Source: an optimization exercise on an open RTL-to-GDS flow (aim: small area). Production flows keep margins and buffers that such runs may drop.
The RTL was checked by simulation tests, not by an equivalence proof against the original design.
Power is estimated from default activity; no workload was simulated.

## bmd_mem_access
module bmd_mem_access (
    input  logic        clk,
    input  logic        rst_n,
    input  logic        wr_valid_i,
    input  logic [6:0]  wr_addr_i,
    input  logic [3:0]  wr_be_i,
    input  logic [31:0] wr_data_i,
    output logic        wr_credit_o,
    input  logic [6:0]  rd_addr_i,
    input  logic [3:0]  rd_be_i,
    output logic [31:0] rd_data_o,
    input  logic        mwr_done_i,
    input  logic        mrd_done_i,
    output logic        init_rst_o,
    output logic        mwr_start_o,
    output logic [31:0] mwr_addr_o,
    output logic [31:0] mwr_len_o,
    output logic [31:0] mwr_count_o,
    output logic [31:0] mwr_data_o,
    output logic        mrd_start_o,
    output logic [31:0] mrd_addr_o,
    output logic [31:0] mrd_len_o,
    output logic [31:0] mrd_count_o
);
    logic ph0_q, ph1_q;
    logic two_q;         
    always_ff @(posedge clk) begin
        if (!rst_n) begin
            ph0_q <= 1'b0;
            ph1_q <= 1'b0;
            two_q <= 1'b0;
        end else begin
  ...
==> flow/config.mk <==
export PLATFORM = sky130hd
export DESIGN_NAME = bmd_mem_access
export DESIGN_NICKNAME = bmd_mem_access
export VERILOG_FILES = /design/flow/design.v
export SDC_FILE = /design/flow/constraint.sdc
export NUM_CORES = 4
export LEC_CHECK = 0
export CAP_MARGIN = 0
export CORE_MARGIN = 2
export CORE_UTILIZATION = 50
export SLEW_MARGIN = 0
export SYNTH_HIERARCHICAL = 1
export SYNTH_MINIMUM_KEEP_SIZE = 0
==> flow/constraint.sdc <==
create_clock -name core_clock -period 7.0 [get_ports {clk}]
set_input_delay 1.4000 -clock core_clock [delete_from_list [all_inputs] [get_ports {clk}]]
set_output_delay 1.4000 -clock core_clock [all_outputs]
set_load 0.01 [all_outputs]
standard.sh (not shown) runs the stock make flow with config.mk's settings and CLKGATE_MAP_FILE= SYNTH_SCRIPT=/design/flow/synth_recipe.tcl, a recipe that flattens the netlist after the stock synthesis.
==> flow/flow/run.sh <==
#!/bin/bash
# The standard layout (standard.sh, unchanged synthesis) with two changes:
#  - the ports get the smallest buffer, sky130_fd_sc_hd__buf_1, instead of the one
#    buffer_ports picks by default;
#  - the clock tree uses clkbuf_4 in small clusters and no dummy loads.
# All tool output goes to standard.log here; ORFS keeps its per-step logs in orfs/logs.
set -euo pipefail
export BUFFER_PORTS_ARGS="-buffer_cell sky130_fd_sc_hd__buf_1"
export CTS_ARGS="-sink_clustering_enable -repair_clock_nets -dont_use_dummy_load -buf_list sky130_fd_sc_hd__clkbuf_4 -sink_clustering_size 11 -sink_clustering_max_diameter 60"
bash standard.sh > standard.log 2>&1
The starting point went through all stages and came out clean.
Change:
--- a/flow/flow/run.sh
+++ b/flow/flow/run.sh
@@ -4,3 +4,3 @@
 #    buffer_ports picks by default;
-#  - the clock tree uses clkbuf_4 in small clusters and no dummy loads.
+#  - the clock tree uses clkbuf_4 in small clusters (at most 11 sinks within 60 um) and no dummy loads.
 # All tool output goes to standard.log here; ORFS keeps its per-step logs in orfs/logs.
Cell count stays the same.
Non-clock buffer count stays the same.
Clock power barely changes.
Change:
==> flow/flow/run.sh (replaced) <==
#!/bin/bash
# The standard layout (standard.sh, unchanged synthesis) with two changes:
#  - the ports get the smallest buffer, sky130_fd_sc_hd__buf_1, instead of the one
#    buffer_ports picks by default;
#  - the clock tree uses clkbuf_4 in small clusters and no dummy loads.
# All tool output goes to standard.log here; ORFS keeps its per-step logs in orfs/logs.
set -euo pipefail
export BUFFER_PORTS_ARGS="-buffer_cell sky130_fd_sc_hd__buf_1"
export CTS_ARGS="-sink_clustering_enable -repair_clock_nets -dont_use_dummy_load -buf_list sky130_fd_sc_hd__clkbuf_4 -sink_clustering_size 10 -sink_clustering_max_diameter 50"
bash standard.sh > standard.log 2>&1
Global-route usage hardly moves.
Cell count hardly moves.
Routed wire length increases by about 0.75%.
Critical path depth does not change.
Fmax increases by 0.56%.
Power increases by 1.0%.
Setup slack gets better by 29 ps.
Change:
--- a/flow/config.mk
+++ b/flow/config.mk
@@ -9,3 +9,3 @@
 export CORE_MARGIN = 2
-export CORE_UTILIZATION = 50
+export CORE_UTILIZATION = 40
 export SLEW_MARGIN = 0
After rerunning: The new run ran to the end with no violations; fmax goes down by 0.75%; power is higher by 1.2%; routed wire length rises by 4.3%; sequential cell count is unchanged; non-clock buffer count is higher by 1; clock power rises by 4.9%.

-- separate check: timing with driven ports --
Ports are ideal in the flow. The routed layouts listed here were re-timed in OpenROAD. Step 1 assumes that a clkbuf_16 drives the clock port and a buf_2 every other input. Step 2, shift: input delay + t, output delay - t, t = (earliest + latest rising clock arrival at the registers) / 2. This alone moves slack from input paths to output paths. a / b / c = ideal ports / drivers / drivers and shift; a / b = the first two.
run	t (ns)	setup WS [ns]	worst setup path at the end	slew at the worst register clock pin (ns)
the first run	0.647	1.883 / 1.859 / 1.859	input to output	0.12 / 0.12
the second run	0.647	1.883 / 1.859 / 1.859	input to output	0.12 / 0.12
the third run	0.646	1.912 / 1.887 / 1.887	input to output	0.11 / 0.11
the fourth run	0.643	1.874 / 1.852 / 1.852	input to output	0.11 / 0.11
After both steps setup and hold are still met in every run listed. For the third run, which loses most, drivers alone change the setup slack by -0.025 ns; drivers and shift together by -0.025 ns.
